This is an optimization exercise on Yosys and OpenROAD, whose aim is small area, a short achievable clock period and few clock cycles per item, not a production implementation.
At most, simulation tests tie the RTL to the original design; equivalence was not proved.
No functional check of the RTL was part of runs 1 to 4.
Power is estimated from default activity; no workload was simulated.

$ cat design/flow/run.sh
#!/bin/bash
# synth_recipe.tcl (not shown) runs the flow's synth.tcl, then flattens the netlist and writes it again
# the make line also repeats each setting of config.mk as NAME=value (left out here)
make -C /OpenROAD-flow-scripts/flow DESIGN_CONFIG=/design/flow/config.mk WORK_HOME=/design/flow/orfs CLKGATE_MAP_FILE= SYNTH_SCRIPT=/design/flow/synth_recipe.tcl finish
$ cat design/flow/config.mk
export PLATFORM = sky130hd
export DESIGN_NAME = interface_omega_damping
export DESIGN_NICKNAME = interface_omega_damping
export VERILOG_FILES = /design/flow/design.v
export SDC_FILE = /design/flow/constraint.sdc
export NUM_CORES = 4
export LEC_CHECK = 0
export CAP_MARGIN = 20
export CORE_MARGIN = 2
export CORE_UTILIZATION = 40
export SETUP_SLACK_MARGIN = 0.4
export SLEW_MARGIN = 20
$ cat design/flow/constraint.sdc
create_clock -name core_clock -period 13.5 [get_ports {clk}]
set_input_delay 2.7000 -clock core_clock [delete_from_list [all_inputs] [get_ports {clk}]]
set_output_delay 2.7000 -clock core_clock [all_outputs]
set_load 0.01 [all_outputs]
$ cat design/flow/design.v
package iod_pkg;
  localparam int COUNT_WIDTH = 32;
  localparam logic [1:0] REG_LOWER = 2'd0;
  localparam logic [1:0] REG_UPPER = 2'd1;
  localparam logic [1:0] REG_GAIN  = 2'd2;
  localparam logic [1:0] REG_BETA  = 2'd3;
  localparam logic [16:0] LOWER_RESET = 17'd0;
  localparam logic [16:0] UPPER_RESET = 17'd65536;
  localparam logic [15:0] GAIN_RESET  = 16'd256;
  localparam logic [15:0] BETA_RESET  = 16'd5898;
endpackage
module iod_cbrt_step (
  input  logic [44:0] rem,
  input  logic [2:0]  grp,
  input  logic [21:0] y,
  input  logic [45:0] b,
  input  logic [37:0] u,
  input  logic [58:0] d,
  input  logic [15:0] beta,
  output logic [44:0] rem_n,
  output logic [21:0] y_n,
  output logic [45:0] b_n,
  output logic [37:0] u_n,
  output logic [58:0] d_n
);
  logic [47:0] cur;
  logic [48:0] diff;
  logic        t;
  logic [45:0] p0, q0, p1, q1;
  logic [45:0] x0s, x0c, x1s, x1c;
  logic [45:0] h0, h1;
  logic [58:0] da, db, dc, ds, dcy;
  assign cur  = {rem, grp};
  assign diff = {1'b0, cur} - {3'b0, b};
  assign t    = !diff[48];
  assign p0  = ~{23'b0, y, 1'b0};
  assign q0  = ~{24'b0, y};
  assign x0s = b ^ p0 ^ q0;
  assign x0c = {(b[44:0] & p0[44:0]) | (b[44:0] & q0[44:0]) | (p0[44:0] & q0[44:0]), 1'b1};
  assign p1  = {21'b0, y, 3'b011};
  assign q1  = {24'b0, y};
  assign x1s = b ^ p1 ^ q1;
  assign x1c = {(b[44:0] & p1[44:0]) | (b[44:0] & q1[44:0]) | (p1[44:0] & q1[44:0]), 1'b0};
  assign h0  = x0s + x0c;
  assign h1  = x1s + x1c;
  assign da  = {d[56:0], 2'b0};
  assign db  = {19'b0, u, 2'b0};
  assign dc  = {43'b0, beta};
  assign ds  = da ^ db ^ dc;
  assign dcy = {(da[57:0] & db[57:0]) | (da[57:0] & dc[57:0]) | (db[57:0] & dc[57:0]), 1'b0};
  assign rem_n = t ? diff[44:0] : cur[44:0];
  assign y_n   = {y[20:0], t};
  assign b_n   = t ? {h1[43:0], 2'b11} : {h0[43:0], 2'b01};
  assign u_n   = t ? ({u[36:0], 1'b0} + {22'b0, beta}) : {u[36:0], 1'b0};
  assign d_n   = t ? (ds + dcy) : da;
endmodule
module iod_div_step (
  input  logic [58:0] rem,
  input  logic [1:0]  bits,
  input  logic [58:0] d,
  input  logic [60:0] d3,
  output logic [58:0] rem_n,
  output logic [1:0]  digit
);
  logic [60:0] r;
  logic [61:0] r1;
  logic [61:0] r2;
  logic [61:0] r3;
  assign r  = {rem, bits};
  assign r1 = {1'b0, r} - {3'b0, d};
  assign r2 = {1'b0, r} - {2'b0, d, 1'b0};
  assign r3 = {1'b0, r} - {1'b0, d3};
  always_comb begin
    if (!r3[61]) begin
      digit = 2'd3;
      rem_n = r3[58:0];
    end else if (!r2[61]) begin
      digit = 2'd2;
      rem_n = r2[58:0];
    end else if (!r1[61]) begin
      digit = 2'd1;
      rem_n = r1[58:0];
    end else begin
      digit = 2'd0;
      rem_n = r[58:0];
    end
  end
endmodule
module interface_omega_damping (
  input  logic        clk,
  input  logic        rst,
  input  logic        cfg_we,
  input  logic [1:0]  cfg_index,
  input  logic [16:0] cfg_data,
  input  logic        in_valid,
  output logic        in_ready,
  input  logic        start_of_pass,
  input  logic [16:0] phase_fraction,
  input  logic [31:0] eddy_viscosity,
  input  logic [63:0] cell_volume,
  input  logic [63:0] omega_in,
  output logic        out_valid,
  input  logic        out_ready,
  output logic [63:0] omega_out,
  output logic        was_corrected,
  output logic        saturated,
  output logic [31:0] corrected_so_far,
  output logic [31:0] cells_so_far
);
  logic [16:0] lower_limit;
  logic [16:0] upper_limit;
  logic [15:0] damping_gain;
  logic [15:0] beta_star;
  logic [18:0] g6;     
  logic [20:0] g18;    
  always_ff @(posedge clk) begin
    if (rst) begin
      lower_limit  <= iod_pkg::LOWER_RESET;
      upper_limit  <= iod_pkg::UPPER_RESET;
      damping_gain <= iod_pkg::GAIN_RESET;
      beta_star    <= iod_pkg::BETA_RESET;
    end else if (cfg_we) begin
      case (cfg_index)
        iod_pkg::REG_LOWER: lower_limit  <= cfg_data;
        iod_pkg::REG_UPPER: upper_limit  <= cfg_data;
        iod_pkg::REG_GAIN:  damping_gain <= cfg_data[15:0];
        iod_pkg::REG_BETA:  beta_star    <= cfg_data[15:0];
        default: ;
      endcase
    end
  end
  always_ff @(posedge clk) begin
    g6  <= {1'b0, damping_gain, 2'b0} + {2'b0, damping_gain, 1'b0};
    g18 <= {1'b0, damping_gain, 4'b0} + {4'b0, damping_gain, 1'b0};
  end
  logic        c_v;
  logic        c_corr;
  logic        c_sop;
  logic        c_done;
  logic [4:0]  c_gleft;    
  logic [4:0]  c_mleft;    
  logic [65:0] c_src;      
  logic [63:0] c_om;       
  logic [44:0] c_rem;
  logic [21:0] c_y;
  logic [45:0] c_b;
  logic [37:0] c_u;
  logic [58:0] c_d;
  logic [51:0] c_p;        
  logic        h_v;        
  logic        h_sop;
  logic [63:0] h_omega;
  logic        h1_v;       
  logic        h1_sop;
  logic [63:0] h1_omega;
  logic        d_busy;
  logic        d_sop;
  logic [5:0]  d_left;     
  logic [58:0] d_rem;
  logic [63:0] d_q;
  logic [58:0] d_d;
  logic [60:0] d_d3;
  logic in_window;
  logic accept;
  logic d_free;
  logic take_h;
  logic take_c;
  logic h_free;
  logic to_h;
  logic to_c;
  logic c_fin;
  logic c_step;
  logic c_ovf;
  logic finish;
  logic emit;
  logic emit_sop;
  logic emit_corr;
  logic c_v_next;
  logic c_fin_next;
  logic h_v_next;
  logic h1_v_next;
  logic d_busy_next;
  logic out_valid_next;
  logic [4:0] gleft_n;
  logic [4:0] mleft_n;
  assign in_window = (phase_fraction > lower_limit) && (phase_fraction < upper_limit);
  assign accept    = in_valid && in_ready;
  assign c_fin     = !c_corr || c_done;
  assign c_step    = c_v && c_corr && !c_done;
  assign d_free    = !d_busy && (!out_valid || out_ready);
  assign take_h    = d_free && h_v;
  assign take_c    = d_free && !h_v && c_v && c_fin;
  assign h_free    = !h1_v || take_h;
  assign to_h      = accept && !in_window && h_free;
  assign to_c      = accept && !to_h;
  assign c_v_next       = to_c || (c_v && !take_c);
  assign c_fin_next     = to_c ? !in_window
                               : (c_fin || ((gleft_n == 5'd0) && (mleft_n == 5'd0)));
  assign h_v_next       = to_h || h1_v || (h_v && !take_h);
  assign h1_v_next      = h1_v ? (to_h || !take_h) : (to_h && h_v && !take_h);
  assign d_busy_next    = (d_busy && !finish) || (take_c && c_corr && !c_ovf);
  assign out_valid_next = (out_valid && !out_ready) || emit;
  always_ff @(posedge clk) begin
    if (rst) begin
      in_ready <= 1'b1;
    end else begin
      in_ready <= !c_v_next || (c_fin_next && !h_v_next && !d_busy_next && !out_valid_next);
    end
  end
  logic [44:0] cs_rem;
  logic [21:0] cs_y;
  logic [45:0] cs_b;
  logic [37:0] cs_u;
  logic [58:0] cs_d;
  logic        skip_g;
  logic [20:0] m_mult;
  logic [21:0] m_sum;
  iod_cbrt_step u_cbrt_step (
    .rem   (c_rem),
    .grp   (c_src[65:63]),
    .y     (c_y),
    .b     (c_b),
    .u     (c_u),
    .d     (c_d),
    .beta  (beta_star),
    .rem_n (cs_rem),
    .y_n   (cs_y),
    .b_n   (cs_b),
    .u_n   (cs_u),
    .d_n   (cs_d)
  );
  assign skip_g  = (c_y == 22'd0) && (c_src[65:54] == 12'd0) && (c_gleft[4:2] != 3'd0);
  assign gleft_n = (c_gleft == 5'd0) ? 5'd0 : skip_g ? c_gleft - 5'd4 : c_gleft - 5'd1;
  assign mleft_n = (c_mleft == 5'd0) ? 5'd0 : c_mleft - 5'd1;
  always_comb begin
    case (c_p[1:0])
      2'd0:    m_mult = 21'd0;
      2'd1:    m_mult = {2'b0, g6};
      2'd2:    m_mult = {1'b0, g6, 1'b0};
      default: m_mult = g18;
    endcase
  end
  assign m_sum = {2'b0, c_p[51:32]} + {1'b0, m_mult};
  always_ff @(posedge clk) begin
    if (rst) begin
      c_v <= 1'b0;
    end else begin
      c_v <= c_v_next;
    end
  end
  always_ff @(posedge clk) begin
    if (in_ready) begin
      c_corr  <= in_window;
      c_sop   <= start_of_pass;
      c_done  <= 1'b0;
      c_gleft <= 5'd22;
      c_mleft <= 5'd16;
      c_src   <= {2'b00, cell_volume};
      c_om    <= omega_in;
      c_rem   <= '0;
      c_y     <= '0;
      c_b     <= 46'd1;
      c_u     <= '0;
      c_d     <= '0;
      c_p     <= {20'd0, eddy_viscosity};
    end else if (c_step) begin
      c_gleft <= gleft_n;
      c_mleft <= mleft_n;
      c_done  <= (gleft_n == 5'd0) && (mleft_n == 5'd0);
      if (c_gleft != 5'd0) begin
        if (skip_g) begin
          c_src <= {c_src[53:0], 12'd0};
        end else begin
          c_src <= {c_src[62:0], 3'd0};
          c_rem <= cs_rem;
          c_y   <= cs_y;
          c_b   <= cs_b;
          c_u   <= cs_u;
          c_d   <= cs_d;
        end
      end
      if (c_mleft != 5'd0) begin
        c_p <= {m_sum, c_p[31:2]};
      end
    end
  end
  always_ff @(posedge clk) begin
    if (rst) begin
      h_v  <= 1'b0;
      h1_v <= 1'b0;
    end else begin
      h_v  <= h_v_next;
      h1_v <= h1_v_next;
    end
  end
  always_ff @(posedge clk) begin
    if (take_h && h1_v) begin
      h_sop   <= h1_sop;
      h_omega <= h1_omega;
    end else if (!h_v || take_h) begin
      h_sop   <= start_of_pass;
      h_omega <= omega_in;
    end
    if (!h1_v || take_h) begin
      h1_sop   <= start_of_pass;
      h1_omega <= omega_in;
    end
  end
  logic [58:0] ds_rem;
  logic [1:0]  ds_digit;
  logic [66:0] r8;
  logic        skip_q;
  logic [5:0]  dleft_n;
  assign c_ovf = (c_d[58:29] == 30'd0) && (c_p[50:22] >= c_d[28:0]);
  iod_div_step u_div_step (
    .rem   (d_rem),
    .bits  (d_q[63:62]),
    .d     (d_d),
    .d3    (d_d3),
    .rem_n (ds_rem),
    .digit (ds_digit)
  );
  assign r8      = {d_rem, d_q[63:56]};
  assign skip_q  = (r8 < {8'd0, d_d}) && (d_left > 6'd4);
  assign dleft_n = skip_q ? d_left - 6'd4 : d_left - 6'd1;
  assign finish  = d_busy && (d_left == 6'd1);
  always_ff @(posedge clk) begin
    if (rst) begin
      d_busy    <= 1'b0;
      out_valid <= 1'b0;
    end else begin
      d_busy    <= d_busy_next;
      out_valid <= out_valid_next;
    end
  end
  always_ff @(posedge clk) begin
    if (!d_busy) begin
      d_rem  <= {30'd0, c_p[50:22]};
      d_d    <= c_d;
      d_d3   <= {2'b0, c_d} + {1'b0, c_d, 1'b0};
      d_left <= 6'd32;
      d_sop  <= c_sop;
    end else begin
      d_left <= dleft_n;
      d_rem  <= skip_q ? r8[58:0] : ds_rem;
    end
  end
  always_ff @(posedge clk) begin
    if (d_busy) begin
      d_q <= skip_q ? {d_q[55:0], 8'd0} : {d_q[61:0], ds_digit};
    end else if (d_free) begin
      was_corrected <= !h_v && c_corr;
      saturated     <= !h_v && c_corr && c_ovf;
      if (h_v) begin
        d_q <= h_omega;
      end else if (!c_corr) begin
        d_q <= c_om;
      end else if (c_ovf) begin
        d_q <= '1;
      end else begin
        d_q <= {c_p[21:0], 42'd0};
      end
    end
  end
  assign omega_out = d_q;
  logic [31:0] tc_inc;
  logic [31:0] cc_inc;
  logic emit_ready;
  assign emit_ready = !d_busy && (h_v || (c_v && c_fin && (!c_corr || c_ovf)));
  assign emit       = finish || ((!out_valid || out_ready) && emit_ready);
  assign emit_sop   = d_busy ? d_sop : h_v ? h_sop : c_sop;
  assign emit_corr  = d_busy || (!h_v && c_corr);
  assign tc_inc = (&cells_so_far) ? cells_so_far : cells_so_far + 32'd1;
  assign cc_inc = (&corrected_so_far) ? corrected_so_far : corrected_so_far + 32'd1;
  always_ff @(posedge clk) begin
    if (rst) begin
      cells_so_far     <= '0;
      corrected_so_far <= '0;
    end else if (emit) begin
      cells_so_far     <= emit_sop ? 32'd1 : tc_inc;
      corrected_so_far <= emit_sop ? {31'd0, emit_corr} : (emit_corr ? cc_inc : corrected_so_far);
    end
  end
endmodule
==> impl_metrics.toml, run 1 <==
[worst_setup_path]
cp.depth = 11
cp-endpoint = "cells_so_far[29]$_SDFFE_PP0P_"
path_class = "input pin to register"
r2r-end = "d_rem[53]$_SDFF_PN0_"
critical-path-slowest-cell = "a22oi_1"
reg2reg_slack_ns = 8.40
slowest_delay_ns = 0.89
cp_data_arrival_time_ns = 6.09
cp.required_ns = 14.11
setup.worst_path.start_class = "input pin"
path_cells = "clkdlybuf4s50_1 -> nand2b_1 -> nand2_1 -> inv_1 -> a22oi_1 -> nand2_1 -> a21oi_4 -> buf_4 -> or3_1 -> or4_1 -> a21oi_1"
cp-startpoint = "out_ready"
critPathMostFrequentCell = "nand2_1"
cp-end-kind = "register"
crit_buf_inv = 3
cp_max_fo = 50
r2r_cells = 17
r2r_start = "d_q[63]$_DFFE_PP_"
critical-path-top-delay-family = "simple AND/OR/NAND/NOR gates"

[grt]
grt_use_met1_pct = 33.51
grt.busiest_layer = "met2"
grt_util_met3_pct = 2.285
antenna_found_initial = 11
grt_start_max_net_pins = 226
grt_remaining_overflow = 0
grt.total_usage_pct = 23.76
use_met2_pct = 38.37
grt_pass1_vias = 55757
grt_pass1_wl_um = 327800

[cells_and_area]
drive_gt1_share_pct = 5.717
fin_area_um2 = 77010
syn_to_final_growth_pct = 13.18
num-nets-final = 8725

[die]
start_util_pct = 40.24
die_h_um = 416.4
die_w_um = 416.4
die_area_um2 = 173400
coreArea_um2 = 169100
floorplan.rows = 151
pin_count = 334

[power_and_ir_drop]
intPower_uw = 6561
power_leakage_uw = 0.03211
vdd_ir_drop_max_uv = 124.0
p_seq_share_pct = 32.5
p_per_area_nw_per_um2 = 139.0
power_frac_clock_pct = 28.5
swShare_pct = 38.70
power.switching_uw = 4142
p_comb_share_pct = 39.0

[cts]
cts_tree = "built"
cts_max_level = 3
numCtsBuffers = 105
post-cts-setup-buffers = 0
cts_buffer_depth = 3
clock_latency_ns = 0.77
clk_pin_slew_ns = 0.07
ctsResizeCount = 0
ctsHoldBuffers = 0
cts_num_sinks = 955
ctsRootBufferMaster = "clkbuf_16"

[place]
gp_congestion = 0.9465
hpwlAfterDp_um = 160300
dpl_cell_area_um2 = 73290
io_buffers = 333

[yosys]
syn_nets = 8597
ys_warn_count = 2
ys_seq_area_share_pct = 35.13
postSynthCellCount = 7722
syn_area_per_cell_um2 = 8.811
ys.flop_type = "edfxtp_1"
synth.distinct_cells = 113
syn_area_um2 = 68040
ys_ff_latch = 955
synthArstFlopShare_pct = 0
synth_edf_count = 478

[timing]
rsz0062_at_grt = "false"
tns_ns = 0
worst_slew_pin_slew_ns = 1.104
slew_viol_final = 0
fin_skew_ns = 0.05347
hold_viol_final = 0
min_period_ns = 5.480
maxClockFrequency_ghz = 0.1825
period_share_pct = 40.60
setup_viol = 0
slew_headroom_pct = 25.59

[routing]
wirelength_um = 212200
drc = 0
routed_via_density = 5.744
postRouteAntennaNets = 0
num_vias = 58415
drt_iter0_markers = 4912
drt-pass1-iter-count = 6
post_drt_wl_per_cell_um = 20.87

[status]
outcome = "finished clean"

[worst_hold_path]
hold_class = "register to register"
hold_path.startpoint = "damping_gain[0]$_SDFFE_PP0P_"
worstHoldPathCells = 0

[job]
max-cap-violations = 0
logic make-up (layout without fill, tap and decap cells):
logic type,Yosys count,after routing,share of synthesized area [%]
xor+xnor,457,457,5.883
fa+ha+maj,673,673,13.06
other cells,0,11,0
flops,955,955,35.13
simple gates,2231,2231,15.31
compound gates,2349,2349,22.35
mux,227,227,3.553
buf+inv,830,1049,4.715
placed cells by master, fill, tap and decap left out, drive strengths merged, types with 28 or more instances in the layout:
| cell type | count |
|---|---|
| o211ai | 68 |
| o21a | 46 |
| fa | 62 |
| a21oi | 695 |
| inv | 457 |
| xnor2 | 314 |
| edfxtp | 478 |
| buf | 65 |
| mux2 | 113 |
| a211o | 29 |
| dfxtp | 477 |
| clkbuf | 124 |
| nor2b | 93 |
| clkinv | 42 |
| and2 | 38 |
| clkdlybuf4s50 | 332 |
| o21ai | 457 |
| a31oi | 91 |
| a21o | 295 |
| o31ai | 42 |
| nor2 | 513 |
| nand4 | 100 |
| nand3 | 168 |
| a221oi | 31 |
| nand2b | 93 |
| mux2i | 114 |
| ha | 611 |
| nor4 | 55 |
| or3 | 28 |
| a211oi | 223 |
| and3 | 80 |
| xor2 | 143 |
| o311ai | 43 |
| nor3 | 147 |
| nand2 | 826 |
| o21bai | 69 |
routing by layer:
metal / up-vias / wire [um]
met5: - / 11
met4: 2 / 6152
met3: 274 / 10800
met2: 1620 / 96720
met1: 28026 / 98530
li1: 28493 / -
worst min path at each step:
stage	endpoint
after floorplan	g6[1]$_DFF_P_
after global placement	g6[1]$_DFF_P_
after detailed placement	g6[1]$_DFF_P_
after CTS	g6[1]$_DFF_P_
after global routing	g6[1]$_DFF_P_
final	g6[1]$_DFF_P_
area by class of cell:
| type | count | area (um2) |
|---|---|---|
| diodes | 11 | 27.53 |
| clock buffers | 124 | 2751 |
| clock inverters | 74 | 905.9 |
| fillers | 16181 | 92090 |
| inverters | 454 | 1712 |
| multi-input cells | 5937 | 41070 |
| flip-flops and latches | 955 | 23910 |
| well taps | 2218 | 2775 |
| repair buffers | 397 | 3846 |
registers in the layout, summed over array words and instances, names as in the netlist, 6 cells and up:
name and cells:
d_left 6, corrected_so_far 32, h_omega 64, d_q 64, c_src 66, c_rem 45
upper_limit 17, c_om 64, c_u 38, d_d3 60, d_d 59, c_d 58
c_y 22, d_rem 59, c_b 43, damping_gain 16, c_p 52, g18 19
cells_so_far 32, beta_star 16, g6 18, h1_omega 64, lower_limit 17
stage by stage:
stage               total power [uW]  worst slack [ns]  utilization, %  cells  hold slack, ns
floorplan                       6246             8.464               -   7722          0.3720
global placement                7616             7.326           43.33   9960          0.4130
detailed placement              7640             7.256           43.35   9960          0.4178
CTS                            10720             8.046           45.51  10158          0.4259
global route                   11220             7.893           45.54  10168          0.4285
finish                         10700             8.020           45.54  10170          0.4231
synthesized netlist by cell type, types with 146 or more instances:
library cell  instances  area, um2
xnor2_1             314       2750
nor3_1              146      730.7
dfxtp_1             477       9549
a21o_1              294       2207
a211oi_1            222       1667
nand3_1             168      840.8
clkbuf_1            298       1119
edfxtp_1            478      14350
nor2_1              509       1911
a21oi_1             692       3463
o21ai_0             440       2202
ha_1                611       7645
inv_1               453       1700
nand2_1             824       3093
power groups by stage:
| stage | clock (uW) | sequential [uW] | combinational (uW) |
|---|---|---|---|
| 2_1_floorplan | 0 | 3500 | 2750 |
| 3_3_place_gp | 0 | 3540 | 4070 |
| 3_5_place_dp | 0 | 3540 | 4100 |
| 4_1_cts | 3110 | 3480 | 4120 |
| 5_1_grt | 3220 | 3500 | 4490 |
| 6_report | 3050 | 3480 | 4170 |
==> run 2, diff against run 1 <==
--- a/design/flow/design.v
+++ b/design/flow/design.v
@@ -312,6 +312,10 @@
   logic        skip_q;
   logic [5:0]  dleft_n;
   assign c_ovf = (c_d[58:29] == 30'd0) && (c_p[50:22] >= c_d[28:0]);
+  logic c_z8;
+  logic c_z16;
+  assign c_z8  = (c_d[58:45] != 14'd0) || (c_p[50:6] < c_d[44:0]);
+  assign c_z16 = ({c_p[50:0], 10'd0} < {2'd0, c_d});
   iod_div_step u_div_step (
     .rem   (d_rem),
     .bits  (d_q[63:62]),
@@ -335,10 +339,10 @@
   end
   always_ff @(posedge clk) begin
     if (!d_busy) begin
-      d_rem  <= {30'd0, c_p[50:22]};
+      d_rem  <= c_z16 ? {c_p[48:0], 10'd0} : c_z8 ? {14'd0, c_p[50:6]} : {30'd0, c_p[50:22]};
       d_d    <= c_d;
       d_d3   <= {2'b0, c_d} + {1'b0, c_d, 1'b0};
-      d_left <= 6'd32;
+      d_left <= c_z16 ? 6'd16 : c_z8 ? 6'd24 : 6'd32;
       d_sop  <= c_sop;
     end else begin
       d_left <= dleft_n;
@@ -358,7 +362,7 @@
       end else if (c_ovf) begin
         d_q <= '1;
       end else begin
-        d_q <= {c_p[21:0], 42'd0};
+        d_q <= c_z16 ? 64'd0 : c_z8 ? {c_p[5:0], 58'd0} : {c_p[21:0], 42'd0};
       end
     end
   end
==> run 2 against run 1 <==
Compared with the run above:
- setup slack got worse by 0.17 ns
- synthesized area increased by 2.7%
- total power increased by 14%
- via count increased by 4.6%
- critical path depth increased by 2
- count of clock-buffer cells in the layout increased by 14
- core utilization increased by 0.058 points
- routed wire length increased by 9.2%
==> impl_metrics.toml, run 2 <==
[cells_and_area]
regArea_um2 = 23930
fin_util_pct = 45.60
fin_area_um2 = 79260
regMostFlops = "c_src"
fill_cells = 17026
multi_input_area_um2 = 43120
final_common_cell = "nand2_1"
largest_register_ffs = 66
layout_common_cells = "803 x nand2_1, 790 x a21oi_1, 708 x ha_1"
syn_to_final_growth_pct = 13.39
num-nets-final = 9060
drive_gt1_share_pct = 5.735

[die]
floorplan.rows = 153
coreArea_um2 = 173800
die_area_um2 = 178100
pin_count = 334
die_h_um = 422.0
die_w_um = 422.0
start_util_pct = 40.21

[yosys]
yosys-top-cells-count = "807 x nand2_1, 790 x a21oi_1, 708 x ha_1, 580 x nor2_1, 480 x edfxtp_1"
ys.flop_type = "edfxtp_1"
syn_area_um2 = 69900
ys_seq_area_share_pct = 34.22
netlist_top_cells_area = "edfxtp_1 21%, dfxtp_1 14%, ha_1 13%"
ys_ff_latch = 955
synth.distinct_cells = 100
synthArstFlopShare_pct = 0
netlist.top_cell.by_area = "edfxtp_1"
postSynthCellCount = 7924
synth_edf_count = 480
synth.most_common_cell = "nand2_1"
syn_area_per_cell_um2 = 8.822
ys_warn_count = 2
syn_nets = 8896
yosysTopAreaCellShare_pct = 20.62

[grt]
use_met2_pct = 39.09
grt_pass1_vias = 58168
grt_pass1_wl_um = 353100
grt.total_usage_pct = 25.13
grt_use_met1_pct = 35.55
grt_remaining_overflow = 0
grt_util_met3_pct = 3.914
grt_start_max_net_pins = 99
antenna_found_initial = 9
grt.busiest_layer = "met2"

[cts]
ctsRootBufferMaster = "clkbuf_16"
cts_max_level = 3
ctsResizeCount = 0
numCtsBuffers = 108
clk_pin_slew_ns = 0.07
post-cts-setup-buffers = 0
cts_buffer_depth = 3
cts_num_sinks = 955
clock_latency_ns = 0.74
cts_tree = "built"
ctsHoldBuffers = 0

[power_and_ir_drop]
p_per_area_nw_per_um2 = 154.2
power_leakage_uw = 0.03248
vdd_ir_drop_max_uv = 136.9

[worst_setup_path]
cp-end-kind = "register"
cp_max_fo = 3
cp.required_ns = 14.11
r2r-end = "d_rem[57]$_DFF_P_"
setup.worst_path.start_class = "input pin"
r2r_cells = 15
reg2reg_slack_ns = 8.04
r2r_start = "d_rem[32]$_DFF_P_"
path_class = "input pin to register"
cp-startpoint = "phase_fraction[1]"
cp_data_arrival_time_ns = 6.26

[timing]
setup_viol = 0
slew_viol_final = 0
worst_slew_pin_slew_ns = 1.142
rsz0062_at_grt = "false"
period_share_pct = 41.87
slew_headroom_pct = 23.87
setup_ws_ns = 7.847
fin_skew_ns = 0.04171
maxClockFrequency_ghz = 0.1769
min_period_ns = 5.653
hold_viol_final = 0
tns_ns = 0

[routing]
post_drt_wl_per_cell_um = 22.05
wirelength_um = 231800
drc = 0
drt-pass1-iter-count = 6
postRouteAntennaNets = 0
num_vias = 61130
drt_iter0_markers = 5816
routed_via_density = 5.814

[place]
io_buffers = 333
post-place-ws_ns = 7.031
hpwlAfterDp_um = 172600
dpl_cell_area_um2 = 75480
gp_congestion = 0.9527

[worst_hold_path]
holdPathEnd = "upper_limit[8]$_SDFFE_PP0P_"
worstHoldPathCells = 2
hold_class = "register to register"
hold_path.startpoint = "upper_limit[8]$_SDFFE_PP0P_"

[status]
outcome = "finished clean"

[job]
max-cap-violations = 0
==> run 2: cell count changes in the layout (fill, tap and decap cells not counted), moves of 25 or more <==
cell,change
a21oi_1,+99
ha_1,+97
nor2_1,+73
a211oi_1,+56
a31oi_1,-39
nor2b_1,-38
mux2i_1,+30
inv_1,-26
nand3_1,-25
==> run 2: power breakdown <==
part | internal (uW) | switching [uW] | total (uW) | leakage [uW]
Combinational | 2060 | 3290 | 5360 | 0.0215
Clock | 1850 | 1290 | 3140 | 0.00185
Sequential | 3320 | 401 | 3720 | 0.00913
==> run 2: critical path: stages <==
cell,delay [ns]
clkdlybuf4s50_1,0.45
ha_1,0.32
a21o_1,0.17
a21o_1,0.18
a21o_1,0.17
a21o_1,0.18
a21o_1,0.18
a21o_1,0.18
a21o_1,0.18
a211o_1,0.28
a211oi_1,0.74
o21bai_1,0.20
a211o_1,0.32
==> run 2: how the worst max path moves through the flow <==
| stage | to | cells past startpoint |
|---|---|---|
| finish | in_ready$_SDFF_PP1_ | 13 |
| global route | in_ready$_SDFF_PP1_ | 13 |
| CTS | in_ready$_SDFF_PP1_ | 13 |
| detailed placement | in_ready$_SDFF_PP1_ | 13 |
| global placement | in_ready$_SDFF_PP1_ | 13 |
| floorplan | c_v$_SDFF_PP0_ | 6 |
==> run 2: layer usage <==
metal,routed length (um),up-vias
li1,-,29479
met1,106300,29286
met2,102500,1986
met3,15240,377
met4,7760,2
met5,12,-
==> run 2: kinds of logic (layout without fill, tap and decap cells) <==
logic type	count (synthesis)	in the layout	synth area share, %
flops	955	955	34.22
other cells	0	11	0
fa+ha+maj	770	770	14.45
buf+inv	785	1039	4.308
xor+xnor	453	453	5.676
compound gates	2454	2454	22.55
mux	270	270	4.092
simple gates	2237	2237	14.70
==> run 2: metrics by stage <==
step	hold slack (ns)	total power, uW	std cells
final	0.4576	12220	10514
after global routing	0.4770	12870	10507
after CTS	0.4556	12160	10503
after detailed placement	0.4467	9001	10303
after global placement	0.4416	8974	10302
after floorplan	0.3720	7293	7924
==> run 2: final cells by class <==
type,instances,share of cell area (%)
antenna,11,0.03473
clock buffer,138,3.771
clock inverter,62,0.9503
inverter,429,2.038
multi-input combinational,6184,54.41
sequential,955,30.20
tap,2325,3.670
timing repair buffer,410,4.928
==> run 3, diff against run 2 <==
--- a/design/flow/design.v
+++ b/design/flow/design.v
@@ -17,6 +17,8 @@
   input  logic [37:0] u,
   input  logic [58:0] d,
   input  logic [15:0] beta,
+  input  logic        tu,
+  output logic        t_n,
   output logic [44:0] rem_n,
   output logic [21:0] y_n,
   output logic [45:0] b_n,
@@ -51,8 +53,9 @@
   assign rem_n = t ? diff[44:0] : cur[44:0];
   assign y_n   = {y[20:0], t};
   assign b_n   = t ? {h1[43:0], 2'b11} : {h0[43:0], 2'b01};
-  assign u_n   = t ? ({u[36:0], 1'b0} + {22'b0, beta}) : {u[36:0], 1'b0};
-  assign d_n   = t ? (ds + dcy) : da;
+  assign t_n   = t;
+  assign u_n   = tu ? ({u[36:0], 1'b0} + {22'b0, beta}) : {u[36:0], 1'b0};
+  assign d_n   = tu ? (ds + dcy) : da;
 endmodule
 module iod_div_step (
   input  logic [58:0] rem,
@@ -144,6 +147,8 @@
   logic [44:0] c_rem;
   logic [21:0] c_y;
   logic [45:0] c_b;
+  logic        c_t;        
+  logic        c_lag;
   logic [37:0] c_u;
   logic [58:0] c_d;
   logic [51:0] c_p;        
@@ -195,7 +200,7 @@
   assign to_c      = accept && !to_h;
   assign c_v_next       = to_c || (c_v && !take_c);
   assign c_fin_next     = to_c ? !in_window
-                               : (c_fin || ((gleft_n == 5'd0) && (mleft_n == 5'd0)));
+                               : (c_fin || c_done_n);
   assign h_v_next       = to_h || h1_v || (h_v && !take_h);
   assign h1_v_next      = h1_v ? (to_h || !take_h) : (to_h && h_v && !take_h);
   assign d_busy_next    = (d_busy && !finish) || (take_c && c_corr && !c_ovf);
@@ -210,6 +215,9 @@
   logic [44:0] cs_rem;
   logic [21:0] cs_y;
   logic [45:0] cs_b;
+  logic        cs_t;
+  logic        c_nstep;
+  logic        c_done_n;
   logic [37:0] cs_u;
   logic [58:0] cs_d;
   logic        skip_g;
@@ -223,6 +231,8 @@
     .u     (c_u),
     .d     (c_d),
     .beta  (beta_star),
+    .tu    (c_t),
+    .t_n   (cs_t),
     .rem_n (cs_rem),
     .y_n   (cs_y),
     .b_n   (cs_b),
@@ -232,6 +242,8 @@
   assign skip_g  = (c_y == 22'd0) && (c_src[65:54] == 12'd0) && (c_gleft[4:2] != 3'd0);
   assign gleft_n = (c_gleft == 5'd0) ? 5'd0 : skip_g ? c_gleft - 5'd4 : c_gleft - 5'd1;
   assign mleft_n = (c_mleft == 5'd0) ? 5'd0 : c_mleft - 5'd1;
+  assign c_nstep  = (c_gleft != 5'd0) && !skip_g;
+  assign c_done_n = (gleft_n == 5'd0) && (mleft_n == 5'd0) && !c_nstep;
   always_comb begin
     case (c_p[1:0])
       2'd0:    m_mult = 21'd0;
@@ -260,13 +272,20 @@
       c_rem   <= '0;
       c_y     <= '0;
       c_b     <= 46'd1;
+      c_lag   <= 1'b0;
+      c_t     <= 1'b0;
       c_u     <= '0;
       c_d     <= '0;
       c_p     <= {20'd0, eddy_viscosity};
     end else if (c_step) begin
       c_gleft <= gleft_n;
       c_mleft <= mleft_n;
-      c_done  <= (gleft_n == 5'd0) && (mleft_n == 5'd0);
+      c_done  <= c_done_n;
+      c_lag   <= c_nstep;
+      if (c_lag) begin
+        c_u <= cs_u;
+        c_d <= cs_d;
+      end
       if (c_gleft != 5'd0) begin
         if (skip_g) begin
           c_src <= {c_src[53:0], 12'd0};
@@ -275,8 +294,7 @@
           c_rem <= cs_rem;
           c_y   <= cs_y;
           c_b   <= cs_b;
-          c_u   <= cs_u;
-          c_d   <= cs_d;
+          c_t   <= cs_t;
         end
       end
       if (c_mleft != 5'd0) begin
@@ -312,10 +330,6 @@
   logic        skip_q;
   logic [5:0]  dleft_n;
   assign c_ovf = (c_d[58:29] == 30'd0) && (c_p[50:22] >= c_d[28:0]);
-  logic c_z8;
-  logic c_z16;
-  assign c_z8  = (c_d[58:45] != 14'd0) || (c_p[50:6] < c_d[44:0]);
-  assign c_z16 = ({c_p[50:0], 10'd0} < {2'd0, c_d});
   iod_div_step u_div_step (
     .rem   (d_rem),
     .bits  (d_q[63:62]),
@@ -339,10 +353,10 @@
   end
   always_ff @(posedge clk) begin
     if (!d_busy) begin
-      d_rem  <= c_z16 ? {c_p[48:0], 10'd0} : c_z8 ? {14'd0, c_p[50:6]} : {30'd0, c_p[50:22]};
+      d_rem  <= {30'd0, c_p[50:22]};
       d_d    <= c_d;
       d_d3   <= {2'b0, c_d} + {1'b0, c_d, 1'b0};
-      d_left <= c_z16 ? 6'd16 : c_z8 ? 6'd24 : 6'd32;
+      d_left <= 6'd32;
       d_sop  <= c_sop;
     end else begin
       d_left <= dleft_n;
@@ -362,7 +376,7 @@
       end else if (c_ovf) begin
         d_q <= '1;
       end else begin
-        d_q <= c_z16 ? 64'd0 : c_z8 ? {c_p[5:0], 58'd0} : {c_p[21:0], 42'd0};
+        d_q <= {c_p[21:0], 42'd0};
       end
     end
   end
==> run 3 against run 2 <==
Compared with the run above:
- count of clock-buffer cells in the layout increased by 10
- synthesized area is 3.7% lower
- critical path depth rose by 3
- global-route usage is 0.66 points lower
- setup slack got worse by 0.36 ns
- sequential power down 8.6%
- via count is 3.5% lower
- synthesized cell count decreased by 3.4%
- final area shrank 3.3%
==> impl_metrics.toml, run 3 <==
[yosys]
synth-simple-area-share_pct = 14.91
yosysTopAreaCellShare_pct = 21.32
synth.distinct_cells = 98
netlist_top_cells_area = "edfxtp_1 21%, dfxtp_1 14%, ha_1 11%"
yosys-top-cells-count = "806 x nand2_1, 723 x a21oi_1, 611 x ha_1, 562 x nor2_1"
ys_warn_count = 2
ys_ff_latch = 956
postSynthCellCount = 7651
syn_area_per_cell_um2 = 8.800
netlist.top_cell.by_area = "edfxtp_1"
synth.most_common_cell = "nand2_1"
ys.flop_type = "edfxtp_1"
syn_area_um2 = 67330
ys_seq_area_share_pct = 35.53
synth_compound_area_share_pct = 22.56
synthAdderAreaFrac_pct = 13.20
synth_top_family_by_area = "compound AO/OA/AOI/OAI gates"
synth_edf_count = 478
synthArstFlopShare_pct = 0
synth-xor-area-share_pct = 5.984
syn_nets = 8526
synth.area.mux_share_pct = 3.200

[grt]
grt_pass1_wl_um = 335600
grt_pass1_vias = 56517
grt_remaining_overflow = 0
grt_util_met3_pct = 3.308
grt.total_usage_pct = 24.47
antenna_found_initial = 9
grt_use_met1_pct = 34.27
grt_start_max_net_pins = 190
grt.busiest_layer = "met2"
use_met2_pct = 38.51

[timing]
setup_viol = 0
fin_skew_ns = 0.05289
tns_ns = 0
period_share_pct = 44.51
slew_viol_final = 0
min_period_ns = 6.009
slew_headroom_pct = 24.44
maxClockFrequency_ghz = 0.1664
hold_viol_final = 0
rsz0062_at_grt = "false"
timing.hold.ws_ns = 0.4302
worst_slew_pin_slew_ns = 1.105

[cells_and_area]
regArea_um2 = 23940
drive_gt1_share_pct = 5.917
multi_input_area_um2 = 40480
largest_register_ffs = 66
syn_to_final_growth_pct = 13.85
num-nets-final = 8683
regMostFlops = "c_src"
layout_common_cells = "803 x nand2_1, 723 x a21oi_1, 611 x ha_1"
fill_cells = 16155
final_common_cell = "nand2_1"

[routing]
drt-pass1-iter-count = 6
routed_via_density = 5.834
postRouteAntennaNets = 0
post_drt_wl_per_cell_um = 21.55
drt_iter0_markers = 4828
num_vias = 59020
drc = 0
wirelength_um = 218000

[worst_setup_path]
setup.worst_path.start_class = "register"
slowest_delay_ns = 1.07
cp-end-kind = "register"
critical-path-slowest-cell = "a2111oi_0"
cp.required_ns = 14.13
cp_data_arrival_time_ns = 6.64
path_cells = "inv_1 -> ha_1 -> fa_1 -> nand2b_1 -> a21oi_1 -> o41ai_2 -> o21ai_1 -> nand4_1 -> a2111oi_0 -> o211ai_1 -> a21oi_1 -> or2_2 -> buf_4 -> nor2_2 -> a221oi_1 -> o2bb2ai_1"
cp_max_fo = 56
path_class = "register to register"
critPathMostFrequentCell = "a21oi_1"

[place]
gp_congestion = 0.9853
io_buffers = 333
hpwlAfterDp_um = 161500

[cts]
cts_buffer_depth = 3
ctsHoldBuffers = 0
numCtsBuffers = 113
cts_tree = "built"
clk_pin_slew_ns = 0.07
clock_latency_ns = 0.78
cts_max_level = 3
post-cts-setup-buffers = 0
ctsResizeCount = 0
ctsRootBufferMaster = "clkbuf_16"
cts_num_sinks = 956

[power_and_ir_drop]
power_leakage_uw = 0.03175
p_per_area_nw_per_um2 = 109.0
vdd_ir_drop_max_uv = 125.7
finalPower_uw = 8357

[die]
floorplan.rows = 150
die_area_um2 = 171600
start_util_pct = 40.26
pin_count = 334
die_h_um = 414.3
coreArea_um2 = 167200
die_w_um = 414.3

[worst_hold_path]
hold_class = "register to register"

[status]
outcome = "finished clean"

[job]
max-cap-violations = 0
==> run 3: changes by cell type in the layout (fill, tap and decap cells not counted), moves of 23 or more <==
cell | previous run | this run
a21o_1 | 311 | 269
nor3_1 | 168 | 145
a211oi_1 | 278 | 217
a222oi_1 | 24 | 0
ha_1 | 708 | 611
o21ai_1 | 7 | 61
o21ai_0 | 437 | 401
a21oi_1 | 790 | 723
inv_1 | 426 | 452
mux2i_1 | 144 | 87
a31oi_1 | 52 | 96
==> run 3: worst paths after layout <==
path / slack [ns] / end / start / depth (start not counted)
worst max register to register: 7.49 / d_rem[25]$_DFF_P_ / d_q[63]$_DFFE_PP_ / 16
worst min register to register: 0.43 / g6[1]$_DFF_P_ / damping_gain[0]$_SDFFE_PP0P_ / 0
worst min-delay path: 0.43 / g6[1]$_DFF_P_ / damping_gain[0]$_SDFFE_PP0P_ / 0
worst max-delay path: 7.49 / d_rem[25]$_DFF_P_ / d_q[63]$_DFFE_PP_ / 16
==> run 3: cell type report <==
class / count / share of cell area, %
flip-flops and latches: 956 / 31.23
diodes: 4 / 0.01306
well taps: 2204 / 3.597
multi-input cells: 5878 / 52.80
inverters: 457 / 2.246
repair buffers: 402 / 5.034
clock inverters: 68 / 1.038
clock buffers: 148 / 4.045
==> run 3: cells by family after synthesis <==
family,after synthesis
buf+inv,817
xor+xnor,460
flops,956
fa+ha+maj,673
compound gates,2354
simple gates,2190
mux,201
==> run 3: power by group <==
| part | switching [uW] | total (uW) | internal (uW) |
|---|---|---|---|
| Clock | 1350 | 3210 | 1860 |
| Combinational | 1070 | 1740 | 669 |
| Sequential | 161 | 3400 | 3240 |
| Total | 2590 | 8360 | 5770 |
==> run 3: per-layer routing <==
metal / vias up / wire length, um
met1: 28455 / 100000
met5: - / 25
li1: 28334 / -
met2: 1864 / 97000
met4: 4 / 7775
met3: 363 / 13170
==> run 3: critical path, delay by kind of cell (launching register included) <==
| kind | cells | cell delay (ns) |
|---|---|---|
| AOI/OAI and AO/OA | 8 | 2.89 |
| and+or+nand+nor | 4 | 1.06 |
| buffers and inverters | 2 | 0.69 |
| adders and majority gates | 2 | 0.66 |
| DFF | 1 | 0.49 |
==> run 3: through the flow <==
stage	worst slack, ns	area (um2)	cells	utilization (%)
floorplan	5.056	67330	7651	-
global placement	7.148	72720	9895	43.49
detailed placement	7.510	72740	9897	43.50
CTS	7.746	76640	10113	45.83
global route	7.320	76650	10116	45.84
finish	7.491	76660	10117	45.84
==> run 4, diff against run 3 <==
--- a/design/flow/design.v
+++ b/design/flow/design.v
@@ -152,12 +152,9 @@
   logic [37:0] c_u;
   logic [58:0] c_d;
   logic [51:0] c_p;        
-  logic        h_v;        
+  logic        h_v;
   logic        h_sop;
   logic [63:0] h_omega;
-  logic        h1_v;       
-  logic        h1_sop;
-  logic [63:0] h1_omega;
   logic        d_busy;
   logic        d_sop;
   logic [5:0]  d_left;     
@@ -183,7 +180,6 @@
   logic c_v_next;
   logic c_fin_next;
   logic h_v_next;
-  logic h1_v_next;
   logic d_busy_next;
   logic out_valid_next;
   logic [4:0] gleft_n;
@@ -195,14 +191,13 @@
   assign d_free    = !d_busy && (!out_valid || out_ready);
   assign take_h    = d_free && h_v;
   assign take_c    = d_free && !h_v && c_v && c_fin;
-  assign h_free    = !h1_v || take_h;
+  assign h_free    = !h_v || take_h;
   assign to_h      = accept && !in_window && h_free;
   assign to_c      = accept && !to_h;
   assign c_v_next       = to_c || (c_v && !take_c);
   assign c_fin_next     = to_c ? !in_window
                                : (c_fin || c_done_n);
-  assign h_v_next       = to_h || h1_v || (h_v && !take_h);
-  assign h1_v_next      = h1_v ? (to_h || !take_h) : (to_h && h_v && !take_h);
+  assign h_v_next       = to_h || (h_v && !take_h);
   assign d_busy_next    = (d_busy && !finish) || (take_c && c_corr && !c_ovf);
   assign out_valid_next = (out_valid && !out_ready) || emit;
   always_ff @(posedge clk) begin
@@ -304,25 +299,16 @@
   end
   always_ff @(posedge clk) begin
     if (rst) begin
-      h_v  <= 1'b0;
-      h1_v <= 1'b0;
+      h_v <= 1'b0;
     end else begin
-      h_v  <= h_v_next;
-      h1_v <= h1_v_next;
+      h_v <= h_v_next;
     end
   end
   always_ff @(posedge clk) begin
-    if (take_h && h1_v) begin
-      h_sop   <= h1_sop;
-      h_omega <= h1_omega;
-    end else if (!h_v || take_h) begin
+    if (h_free) begin
       h_sop   <= start_of_pass;
       h_omega <= omega_in;
     end
-    if (!h1_v || take_h) begin
-      h1_sop   <= start_of_pass;
-      h1_omega <= omega_in;
-    end
   end
   logic [58:0] ds_rem;
   logic [1:0]  ds_digit;
--- a/design/flow/config.mk
+++ b/design/flow/config.mk
@@ -7,6 +7,8 @@
 export LEC_CHECK = 0
 export CAP_MARGIN = 20
 export CORE_MARGIN = 2
-export CORE_UTILIZATION = 40
+export CORE_UTILIZATION = 60
+export CTS_BUF_LIST = sky130_fd_sc_hd__clkbuf_8
+export CTS_CLUSTER_SIZE = 40
 export SETUP_SLACK_MARGIN = 0.4
 export SLEW_MARGIN = 20
==> run 4 against run 3 <==
Compared with the run above:
- still clean on timing, DRC and antenna
- register-to-register slack improved by 0.88 ns
- non-clock buffer count fell by 11
- sequential power fell by 6.8%
- total power fell by 11%
- critical path depth fell by 3
- die area fell by 36%
- via count fell by 2.7%
- first-iteration DRC count rose by 15%
- count of clock-buffer cells in the layout rose by 24
- sequential share of layout area fell by 0.74 points
- critical endpoint is now in_ready$_SDFF_PP1_
==> impl_metrics.toml, run 4 <==
[worst_hold_path]
hold_class = "register to register"

[grt]
grt_util_met3_pct = 6.302
grt_remaining_overflow = 0
antenna_found_initial = 13
grt_pass1_wl_um = 298900
grt_use_met1_pct = 46.39
grt_start_max_net_pins = 173
grt_pass1_vias = 54540
use_met2_pct = 52.48
grt.total_usage_pct = 33.51
grt.busiest_layer = "met2"

[cts]
ctsRootBufferMaster = "clkbuf_8"
post-cts-setup-buffers = 0
cts_max_level = 4
ctsResizeCount = 0
cts_num_sinks = 890
clock_latency_ns = 0.85
ctsHoldBuffers = 0
clk_pin_slew_ns = 0.06
cts_tree = "built"
numCtsBuffers = 154
cts_buffer_depth = 3

[worst_setup_path]
cp_data_arrival_time_ns = 6.06
cp_max_fo = 3
cp.required_ns = 14.20
cp-end-kind = "register"
setup.worst_path.start_class = "input pin"
path_class = "input pin to register"

[cells_and_area]
layout_common_cells = "780 x a21oi_1, 723 x nand2_1, 630 x nor2_1"
fin_util_pct = 67.31
drive_gt1_share_pct = 5.051
final_cells = 9236
regMostFlops = "c_src"
final_common_cell = "a21oi_1"
largest_register_ffs = 66
num-nets-final = 8576
syn_to_final_growth_pct = 11.23

[yosys]
netlist_top_cells_area = "edfxtp_1 19%, dfxtp_1 15%, ha_1 12%"
syn_area_um2 = 64780
yosys-top-cells-count = "780 x a21oi_1, 725 x nand2_1, 631 x nor2_1, 611 x ha_1, 477 x dfxtp_1"
postSynthCellCount = 7511
synth_edf_count = 413
syn_nets = 8386
ys_seq_area_share_pct = 33.89
netlist.top_cell.by_area = "edfxtp_1"
ys_warn_count = 2
yosysTopAreaCellShare_pct = 19.15
syn_area_per_cell_um2 = 8.624
ys.flop_type = "dfxtp_1"
synth.distinct_cells = 104
synth.most_common_cell = "a21oi_1"
synthArstFlopShare_pct = 0
ys_ff_latch = 890

[power_and_ir_drop]
p_per_area_nw_per_um2 = 103.1
finalPower_uw = 7426
power_leakage_uw = 0.03038
vdd_ir_drop_max_uv = 109.8

[place]
gp_congestion = 0.9957
io_buffers = 333
place_inst = 8944
hpwlAfterDp_um = 144000

[routing]
routed_via_density = 6.216
num_vias = 57412
drt_iter0_markers = 5529
drt-pass1-iter-count = 6
postRouteAntennaNets = 0
wirelength_um = 191200
post_drt_wl_per_cell_um = 20.71
drc = 0

[die]
pin_count = 334
die_w_um = 332.6
coreArea_um2 = 107100
die_area_um2 = 110600
die_h_um = 332.6
start_util_pct = 60.51
floorplan.rows = 120

[timing]
fin_skew_ns = 0.05672
slew_viol_final = 0
rsz0062_at_grt = "false"
min_period_ns = 5.363
maxClockFrequency_ghz = 0.1865
hold_viol_final = 0
tns_ns = 0
slew_headroom_pct = 24.05
setup_viol = 0
period_share_pct = 39.73
worst_slew_pin_slew_ns = 1.139

[job]
max-cap-violations = 0

[status]
outcome = "finished clean"
[run 4: cell count changes after synthesis, moves of 57 or more]
cell / delta
edfxtp_1: -65
nand2_1: -81
mux2i_1: +57
mux2_2: -63
a21oi_1: +57
nor2_1: +69
a211oi_1: +61
[run 4: final cells by class]
class | instances | area, um2
fillers | 8922 | 35000
multi-input cells | 5817 | 39870
flip-flops and latches | 890 | 21970
clock inverters | 104 | 611.8
inverters | 447 | 1683
diodes | 12 | 30.03
well taps | 1403 | 1755
clock buffers | 172 | 2367
repair buffers | 391 | 3775
[run 4: kinds of logic (layout without fill, tap and decap cells)]
logic type | count (synthesis) | after routing | share of synthesized area, %
AO/OA/AOI/OAI | 2325 | 2325 | 22.84
AND/OR/NAND/NOR | 2151 | 2151 | 15.31
flip-flops | 890 | 890 | 33.89
buffers and inverters | 804 | 1114 | 4.736
adder cells (fa/ha/maj) | 673 | 673 | 13.72
XOR/XNOR | 473 | 473 | 6.395
multiplexers | 195 | 195 | 3.112
other | 0 | 12 | 0
[run 4: power by group]
part | internal, uW | switching, uW | leakage (uW)
clock network | 1240 | 1180 | 0.00172
registers | 3010 | 152 | 0.00842
logic | 727 | 1110 | 0.0202
[run 4: critical path, stage by stage]
cell,delay (ns)
clkdlybuf4s50_1,0.45
ha_1,0.32
a21o_1,0.16
a21o_1,0.18
a21o_1,0.18
a21o_1,0.19
a211oi_1,0.25
o21a_1,0.16
o21ai_0,0.09
a21oi_1,0.87
o211ai_1,0.21
a21oi_1,0.23
nand2_1,0.07
[run 4: metal layers]
layer | vias up | part of all wire, % | wire (um)
met5 | - | 0.014 | 27
met4 | 4 | 3.4 | 6439
met2 | 2132 | 44 | 84580
met3 | 321 | 7.9 | 15090
li1 | 27727 | - | -
met1 | 27228 | 45 | 85110
[run 4: final timing paths]
check,from,endpoint,slack [ns],cells past startpoint
worst min register to register,damping_gain[0]$_SDFFE_PP0P_,g6[1]$_DFF_P_,0.41,0
worst max-delay path,phase_fraction[1],in_ready$_SDFF_PP1_,8.14,13
worst min-delay path,damping_gain[0]$_SDFFE_PP0P_,g6[1]$_DFF_P_,0.41,0
worst max register to register,d_rem[10]$_DFF_P_,d_rem[46]$_SDFF_PN0_,8.37,13
[run 4: through the flow]
stage	cell area [um2]	setup WS, ns	hold WS [ns]
6_report	72050	8.137	0.4095
3_3_place_gp	69010	7.414	0.4079
5_1_grt	72050	8.058	0.4244
4_1_cts	71990	8.215	0.4151
3_5_place_dp	69010	7.378	0.4023
2_1_floorplan	64780	8.615	0.3720
==> run 5, diff against run 4 <==
--- a/design/flow/design.v
+++ b/design/flow/design.v
@@ -17,8 +17,6 @@
   input  logic [37:0] u,
   input  logic [58:0] d,
   input  logic [15:0] beta,
-  input  logic        tu,
-  output logic        t_n,
   output logic [44:0] rem_n,
   output logic [21:0] y_n,
   output logic [45:0] b_n,
@@ -53,9 +51,8 @@
   assign rem_n = t ? diff[44:0] : cur[44:0];
   assign y_n   = {y[20:0], t};
   assign b_n   = t ? {h1[43:0], 2'b11} : {h0[43:0], 2'b01};
-  assign t_n   = t;
-  assign u_n   = tu ? ({u[36:0], 1'b0} + {22'b0, beta}) : {u[36:0], 1'b0};
-  assign d_n   = tu ? (ds + dcy) : da;
+  assign u_n   = t ? ({u[36:0], 1'b0} + {22'b0, beta}) : {u[36:0], 1'b0};
+  assign d_n   = t ? (ds + dcy) : da;
 endmodule
 module iod_div_step (
   input  logic [58:0] rem,
@@ -147,14 +144,15 @@
   logic [44:0] c_rem;
   logic [21:0] c_y;
   logic [45:0] c_b;
-  logic        c_t;        
-  logic        c_lag;
   logic [37:0] c_u;
   logic [58:0] c_d;
   logic [51:0] c_p;        
-  logic        h_v;
+  logic        h_v;        
   logic        h_sop;
   logic [63:0] h_omega;
+  logic        h1_v;       
+  logic        h1_sop;
+  logic [63:0] h1_omega;
   logic        d_busy;
   logic        d_sop;
   logic [5:0]  d_left;     
@@ -180,6 +178,7 @@
   logic c_v_next;
   logic c_fin_next;
   logic h_v_next;
+  logic h1_v_next;
   logic d_busy_next;
   logic out_valid_next;
   logic [4:0] gleft_n;
@@ -191,28 +190,57 @@
   assign d_free    = !d_busy && (!out_valid || out_ready);
   assign take_h    = d_free && h_v;
   assign take_c    = d_free && !h_v && c_v && c_fin;
-  assign h_free    = !h_v || take_h;
-  assign to_h      = accept && !in_window && h_free;
-  assign to_c      = accept && !to_h;
-  assign c_v_next       = to_c || (c_v && !take_c);
-  assign c_fin_next     = to_c ? !in_window
-                               : (c_fin || c_done_n);
-  assign h_v_next       = to_h || (h_v && !take_h);
+  assign h_free    = !h1_v || take_h;
+  logic to_h_p;
+  logic to_c_p;
+  logic c_cont_v;
+  logic c_cont_fin;
+  logic c_v_next_p;
+  logic c_v_next_k;
+  logic c_fin_next_p;
+  logic c_fin_next_k;
+  logic h_v_next_p;
+  logic h_v_next_k;
+  logic h1_v_next_p;
+  logic h1_v_next_k;
+  logic in_ready_p;
+  logic in_ready_k;
+  logic h_keep;
+  logic h1_keep;
+  assign to_h_p     = accept && h_free;
+  assign to_c_p     = accept && !h_free;
+  assign c_cont_v   = c_v && !take_c;
+  assign c_cont_fin = c_fin || ((gleft_n == 5'd0) && (mleft_n == 5'd0));
+  assign h_keep     = h1_v || (h_v && !take_h);
+  assign h1_keep    = h1_v && !take_h;
+  assign c_v_next_p   = to_c_p || c_cont_v;
+  assign c_v_next_k   = accept || c_cont_v;
+  assign c_fin_next_p = to_c_p || c_cont_fin;
+  assign c_fin_next_k = !accept && c_cont_fin;
+  assign h_v_next_p   = to_h_p || h_keep;
+  assign h_v_next_k   = h_keep;
+  assign h1_v_next_p  = h1_keep || (to_h_p && h_keep);
+  assign h1_v_next_k  = h1_keep;
+  assign to_h      = in_window ? 1'b0 : to_h_p;
+  assign to_c      = in_window ? accept : to_c_p;
+  assign c_v_next  = in_window ? c_v_next_k : c_v_next_p;
+  assign c_fin_next = in_window ? c_fin_next_k : c_fin_next_p;
+  assign h_v_next  = in_window ? h_v_next_k : h_v_next_p;
+  assign h1_v_next = in_window ? h1_v_next_k : h1_v_next_p;
   assign d_busy_next    = (d_busy && !finish) || (take_c && c_corr && !c_ovf);
   assign out_valid_next = (out_valid && !out_ready) || emit;
+  assign in_ready_p = !c_v_next_p || (c_fin_next_p && !h_v_next_p && !d_busy_next && !out_valid_next);
+  assign in_ready_k = !c_v_next_k || (c_fin_next_k && !h_v_next_k && !d_busy_next && !out_valid_next);
   always_ff @(posedge clk) begin
     if (rst) begin
       in_ready <= 1'b1;
     end else begin
-      in_ready <= !c_v_next || (c_fin_next && !h_v_next && !d_busy_next && !out_valid_next);
+      in_ready <= in_window ? in_ready_k : in_ready_p;
     end
   end
   logic [44:0] cs_rem;
   logic [21:0] cs_y;
   logic [45:0] cs_b;
-  logic        cs_t;
-  logic        c_nstep;
-  logic        c_done_n;
   logic [37:0] cs_u;
   logic [58:0] cs_d;
   logic        skip_g;
@@ -226,8 +254,6 @@
     .u     (c_u),
     .d     (c_d),
     .beta  (beta_star),
-    .tu    (c_t),
-    .t_n   (cs_t),
     .rem_n (cs_rem),
     .y_n   (cs_y),
     .b_n   (cs_b),
@@ -237,8 +263,6 @@
   assign skip_g  = (c_y == 22'd0) && (c_src[65:54] == 12'd0) && (c_gleft[4:2] != 3'd0);
   assign gleft_n = (c_gleft == 5'd0) ? 5'd0 : skip_g ? c_gleft - 5'd4 : c_gleft - 5'd1;
   assign mleft_n = (c_mleft == 5'd0) ? 5'd0 : c_mleft - 5'd1;
-  assign c_nstep  = (c_gleft != 5'd0) && !skip_g;
-  assign c_done_n = (gleft_n == 5'd0) && (mleft_n == 5'd0) && !c_nstep;
   always_comb begin
     case (c_p[1:0])
       2'd0:    m_mult = 21'd0;
@@ -267,20 +291,13 @@
       c_rem   <= '0;
       c_y     <= '0;
       c_b     <= 46'd1;
-      c_lag   <= 1'b0;
-      c_t     <= 1'b0;
       c_u     <= '0;
       c_d     <= '0;
       c_p     <= {20'd0, eddy_viscosity};
     end else if (c_step) begin
       c_gleft <= gleft_n;
       c_mleft <= mleft_n;
-      c_done  <= c_done_n;
-      c_lag   <= c_nstep;
-      if (c_lag) begin
-        c_u <= cs_u;
-        c_d <= cs_d;
-      end
+      c_done  <= (gleft_n == 5'd0) && (mleft_n == 5'd0);
       if (c_gleft != 5'd0) begin
         if (skip_g) begin
           c_src <= {c_src[53:0], 12'd0};
@@ -289,7 +306,8 @@
           c_rem <= cs_rem;
           c_y   <= cs_y;
           c_b   <= cs_b;
-          c_t   <= cs_t;
+          c_u   <= cs_u;
+          c_d   <= cs_d;
         end
       end
       if (c_mleft != 5'd0) begin
@@ -299,16 +317,25 @@
   end
   always_ff @(posedge clk) begin
     if (rst) begin
-      h_v <= 1'b0;
+      h_v  <= 1'b0;
+      h1_v <= 1'b0;
     end else begin
-      h_v <= h_v_next;
+      h_v  <= h_v_next;
+      h1_v <= h1_v_next;
     end
   end
   always_ff @(posedge clk) begin
-    if (h_free) begin
+    if (take_h && h1_v) begin
+      h_sop   <= h1_sop;
+      h_omega <= h1_omega;
+    end else if (!h_v || take_h) begin
       h_sop   <= start_of_pass;
       h_omega <= omega_in;
     end
+    if (!h1_v || take_h) begin
+      h1_sop   <= start_of_pass;
+      h1_omega <= omega_in;
+    end
   end
   logic [58:0] ds_rem;
   logic [1:0]  ds_digit;
@@ -316,6 +343,16 @@
   logic        skip_q;
   logic [5:0]  dleft_n;
   assign c_ovf = (c_d[58:29] == 30'd0) && (c_p[50:22] >= c_d[28:0]);
+  logic c_z8;
+  logic c_z16;
+  logic [60:0] d_lb;
+  assign d_lb = (c_step && (c_gleft != 5'd0) && !skip_g) ? {c_d, 2'b0} : {2'b0, c_d};
+  logic [51:0] p_nx;
+  assign p_nx = (c_mleft != 5'd0) ? {m_sum, c_p[31:2]} : c_p;
+  always_ff @(posedge clk) begin
+    c_z8  <= (c_mleft[4:1] == 4'd0) && ((d_lb[60:45] != 16'd0) || (p_nx[50:6] < d_lb[44:0]));
+    c_z16 <= (c_mleft[4:1] == 4'd0) && ({p_nx[50:0], 10'd0} < d_lb);
+  end
   iod_div_step u_div_step (
     .rem   (d_rem),
     .bits  (d_q[63:62]),
@@ -339,10 +376,10 @@
   end
   always_ff @(posedge clk) begin
     if (!d_busy) begin
-      d_rem  <= {30'd0, c_p[50:22]};
+      d_rem  <= c_z16 ? {c_p[48:0], 10'd0} : c_z8 ? {14'd0, c_p[50:6]} : {30'd0, c_p[50:22]};
       d_d    <= c_d;
       d_d3   <= {2'b0, c_d} + {1'b0, c_d, 1'b0};
-      d_left <= 6'd32;
+      d_left <= c_z16 ? 6'd16 : c_z8 ? 6'd24 : 6'd32;
       d_sop  <= c_sop;
     end else begin
       d_left <= dleft_n;
@@ -362,7 +399,7 @@
       end else if (c_ovf) begin
         d_q <= '1;
       end else begin
-        d_q <= {c_p[21:0], 42'd0};
+        d_q <= c_z16 ? 64'd0 : c_z8 ? {c_p[5:0], 58'd0} : {c_p[21:0], 42'd0};
       end
     end
   end
--- a/design/flow/config.mk
+++ b/design/flow/config.mk
@@ -7,8 +7,6 @@
 export LEC_CHECK = 0
 export CAP_MARGIN = 20
 export CORE_MARGIN = 2
-export CORE_UTILIZATION = 60
-export CTS_BUF_LIST = sky130_fd_sc_hd__clkbuf_8
-export CTS_CLUSTER_SIZE = 40
+export CORE_UTILIZATION = 40
 export SETUP_SLACK_MARGIN = 0.4
 export SLEW_MARGIN = 20
==> run 5 against run 4 <==
Compared with the run above:
- setup slack worse by 1.1 ns
- combinational power grew to 3.2 times the previous value
- total power is 69% higher
- clock skew is 0.011 ns lower
- critical path depth is 8 higher
- sequential power is 13% higher
- global-route usage is 6.8 points lower
- clock power is 25% higher
- core utilization is 22 points lower
- critical path type is now register to register
- highest routed layer is now met4
==> impl_metrics.toml, run 5 <==
[yosys]
synth_edf_count = 480
ys.flop_type = "edfxtp_1"
synth.most_common_cell = "nand2_1"
synthArstFlopShare_pct = 0
yosysTopAreaCellShare_pct = 20.19
yosys-top-cells-count = "931 x nand2_1, 808 x a21oi_1, 706 x ha_1, 655 x nor2_1, 480 x edfxtp_1"
netlist_top_cells_area = "edfxtp_1 20%, dfxtp_1 13%, ha_1 12%"
syn_area_per_cell_um2 = 8.632
postSynthCellCount = 8271
ys_seq_area_share_pct = 33.56
ys_warn_count = 2
syn_nets = 9241
syn_area_um2 = 71400
ys_ff_latch = 957
synth.distinct_cells = 99
netlist.top_cell.by_area = "edfxtp_1"

[routing]
drc = 0
postRouteAntennaNets = 0
drt-pass1-iter-count = 9
num_vias = 63154
routed_via_density = 5.825
wirelength_um = 249400
post_drt_wl_per_cell_um = 23.00
drt_iter0_markers = 5757

[grt]
grt.busiest_layer = "met2"
grt_pass1_wl_um = 374100
use_met2_pct = 43.05
grt.total_usage_pct = 26.66
grt_start_max_net_pins = 113
grt_use_met1_pct = 35.66
antenna_found_initial = 12
grt_util_met3_pct = 2.411
grt_remaining_overflow = 0
grt_pass1_vias = 60207

[cts]
cts_buffer_depth = 3
numCtsBuffers = 105
ctsRootBufferMaster = "clkbuf_16"
cts_num_sinks = 957
cts_max_level = 3
ctsHoldBuffers = 0
ctsResizeCount = 0
cts_tree = "built"
clk_pin_slew_ns = 0.07
clock_latency_ns = 0.77
post-cts-setup-buffers = 0

[die]
die_h_um = 426.5
pin_count = 334
start_util_pct = 40.15
die_w_um = 426.5
coreArea_um2 = 177800
floorplan.rows = 155
die_area_um2 = 181900

[power_and_ir_drop]
power_leakage_uw = 0.03340
p_per_area_nw_per_um2 = 155.6
vdd_ir_drop_max_uv = 261.5

[worst_setup_path]
cp.required_ns = 14.21
reg2reg_slack_ns = 7.00
cp-endpoint = "c_z16$_DFF_P_"
r2r_cells = 21
cp_data_arrival_time_ns = 7.21
setup.worst_path.start_class = "register"
path_class = "register to register"
cp-startpoint = "c_gleft[2]$_SDFFE_PP1P_"
cp_max_fo = 57
r2r_start = "c_gleft[2]$_SDFFE_PP1P_"
cp-end-kind = "register"
r2r-end = "c_z16$_DFF_P_"

[place]
gp_congestion = 1.000
dpl_cell_area_um2 = 76810
hpwlAfterDp_um = 190700
place_inst = 10632
io_buffers = 333

[timing]
fin_skew_ns = 0.04591
maxClockFrequency_ghz = 0.1538
setup_viol = 0
slew_viol_final = 0
hold_viol_final = 0
rsz0062_at_grt = "false"
period_share_pct = 48.15
min_period_ns = 6.500
slew_headroom_pct = 22.73
worst_slew_pin_slew_ns = 1.159
tns_ns = 0

[cells_and_area]
fill_cells = 17284
largest_register_ffs = 66
drive_gt1_share_pct = 5.299
num-nets-final = 9354
final_common_cell = "nand2_1"
final_cells = 10841
regMostFlops = "c_src"
fin_area_um2 = 80440
layout_common_cells = "924 x nand2_1, 808 x a21oi_1, 706 x ha_1"
syn_to_final_growth_pct = 12.66

[job]
max-cap-violations = 0

[status]
outcome = "finished clean"

[worst_hold_path]
hold_class = "register to register"
-- run 5: cell types whose count changed in the layout (fill, tap and decap cells not counted), moves of 28 or more --
cell       change
nand2_1      +201
clkbuf_8     -162
clkbuf_16    +105
ha_1          +95
o21ai_0       +76
mux2_2        +72
a211oi_1      -70
edfxtp_1      +67
inv_1         -51
a21boi_0      +44
o211ai_1      +41
xnor2_1       -32
a21oi_1       +28
-- run 5: critical path: stages (launching register included) --
cell	delay, ns
dfxtp_1	0.45
inv_1	0.07
ha_1	0.24
ha_1	0.20
nor4_1	0.30
and4_1	0.27
nand3_1	0.65
nand2_4	0.64
buf_4	0.47
buf_4	0.65
nand2_1	0.14
a21boi_0	0.20
ha_1	0.35
nor2b_1	0.13
o21ai_0	0.16
a21oi_1	0.09
o31a_1	0.34
o211ai_1	0.31
a21oi_1	0.14
o221a_2	0.28
o2111ai_1	0.17
a21o_1	0.13
-- run 5: metal layers --
layer / vias to the layer above / share of wire, %
met3: 402 / 5.5
met2: 2084 / 46
met4: 0 / 5.4
li1: 30414 / -
met1: 30254 / 44
met5: - / 0
-- run 5: final cells by class --
class                   count  area, um2  area share, %
multi-input cells        6471      44350          55.13
flip-flops and latches    957      23970          29.80
repair buffers            401       3859          4.797
well taps                2355       2947          3.663
clock buffers             131       2826          3.514
inverters                 448       1689          2.100
clock inverters            66      763.2         0.9489
diodes                     12      30.03        0.03733
-- run 5: kinds of logic (layout without fill, tap and decap cells) --
family	after synthesis	after routing	synth area share [%]
DFF	957	957	33.56
muxes	284	284	4.197
xor gates and xnor gates	453	453	5.557
other	0	12	0
buffers and inverters	843	1046	4.541
AOI/OAI and AO/OA	2496	2496	22.24
adders and majority gates	768	768	14.11
and+or+nand+nor	2470	2470	15.79
-- run 5: through the flow --
step	util [%]	setup slack, ns	power (uW)	hold WS [ns]
6_report	45.23	7.000	12520	0.4316
3_5_place_dp	43.19	6.951	9434	0.4288
4_1_cts	45.21	6.930	12500	0.4368
2_1_floorplan	-	5.254	7573	0.3720
3_3_place_gp	43.17	7.086	9414	0.4286
5_1_grt	45.23	6.475	13180	0.4456
-- run 5: power breakdown --
group          internal [uW]  total, uW  leakage (uW)  switching (uW)
logic                   2190       5890        0.0225            3700
registers               3320       3590       0.00912             279
clock network           1710       3030       0.00173            1320
total                   7210      12500        0.0334            5300
-- run 5: worst min path at each step --
stage / to / start / cells past startpoint / slack (ns)
global route: g6[1]$_DFF_P_ / damping_gain[0]$_SDFFE_PP0P_ / 0 / 0.45
CTS: g6[1]$_DFF_P_ / damping_gain[0]$_SDFFE_PP0P_ / 0 / 0.44
finish: g6[1]$_DFF_P_ / damping_gain[0]$_SDFFE_PP0P_ / 0 / 0.43
floorplan: g6[1]$_DFF_P_ / damping_gain[0]$_SDFFE_PP0P_ / 0 / 0.37
detailed placement: g6[1]$_DFF_P_ / damping_gain[0]$_SDFFE_PP0P_ / 0 / 0.43
global placement: g6[1]$_DFF_P_ / damping_gain[0]$_SDFFE_PP0P_ / 0 / 0.43
Testbench counts of run 5, summed over its fixed seeds: cycles 16,475, items 1,200.

[static timing again, ports no longer ideal]
No port has a modelled driver above. Below, the same layouts with a new extraction and two added sets of constraints. Step 1 (the two cells are an assumption about what drives the block):
set clk [get_ports {clk}]
set_driving_cell -lib_cell sky130_fd_sc_hd__clkbuf_16 $clk
set_driving_cell -lib_cell sky130_fd_sc_hd__buf_2 [delete_from_list [all_inputs] $clk]
Step 2 times the ports against the registers' clock, not the clock port: input delays grow and output delays shrink by t, the midpoint of the rising clock arrivals with the driver on. Slacks: ideal ports / drivers / drivers and shift; pairs: ideal ports / drivers.
run	t (ns)	setup WS [ns]	worst register clock-pin slew, ns
run 1	0.822	8.020 / 7.982 / 7.160	0.07 / 0.07
run 2	0.795	7.847 / 7.907 / 7.112	0.07 / 0.07
run 3	0.834	7.491 / 7.491 / 7.434	0.07 / 0.07
run 4	0.904	8.137 / 8.192 / 7.288	0.08 / 0.08
run 5	0.825	7.000 / 7.000 / 7.000	0.07 / 0.07
After both steps every run listed still meets setup and hold. For run 1, which loses most, drivers alone change the setup slack by -0.038 ns; drivers and shift together by -0.860 ns.
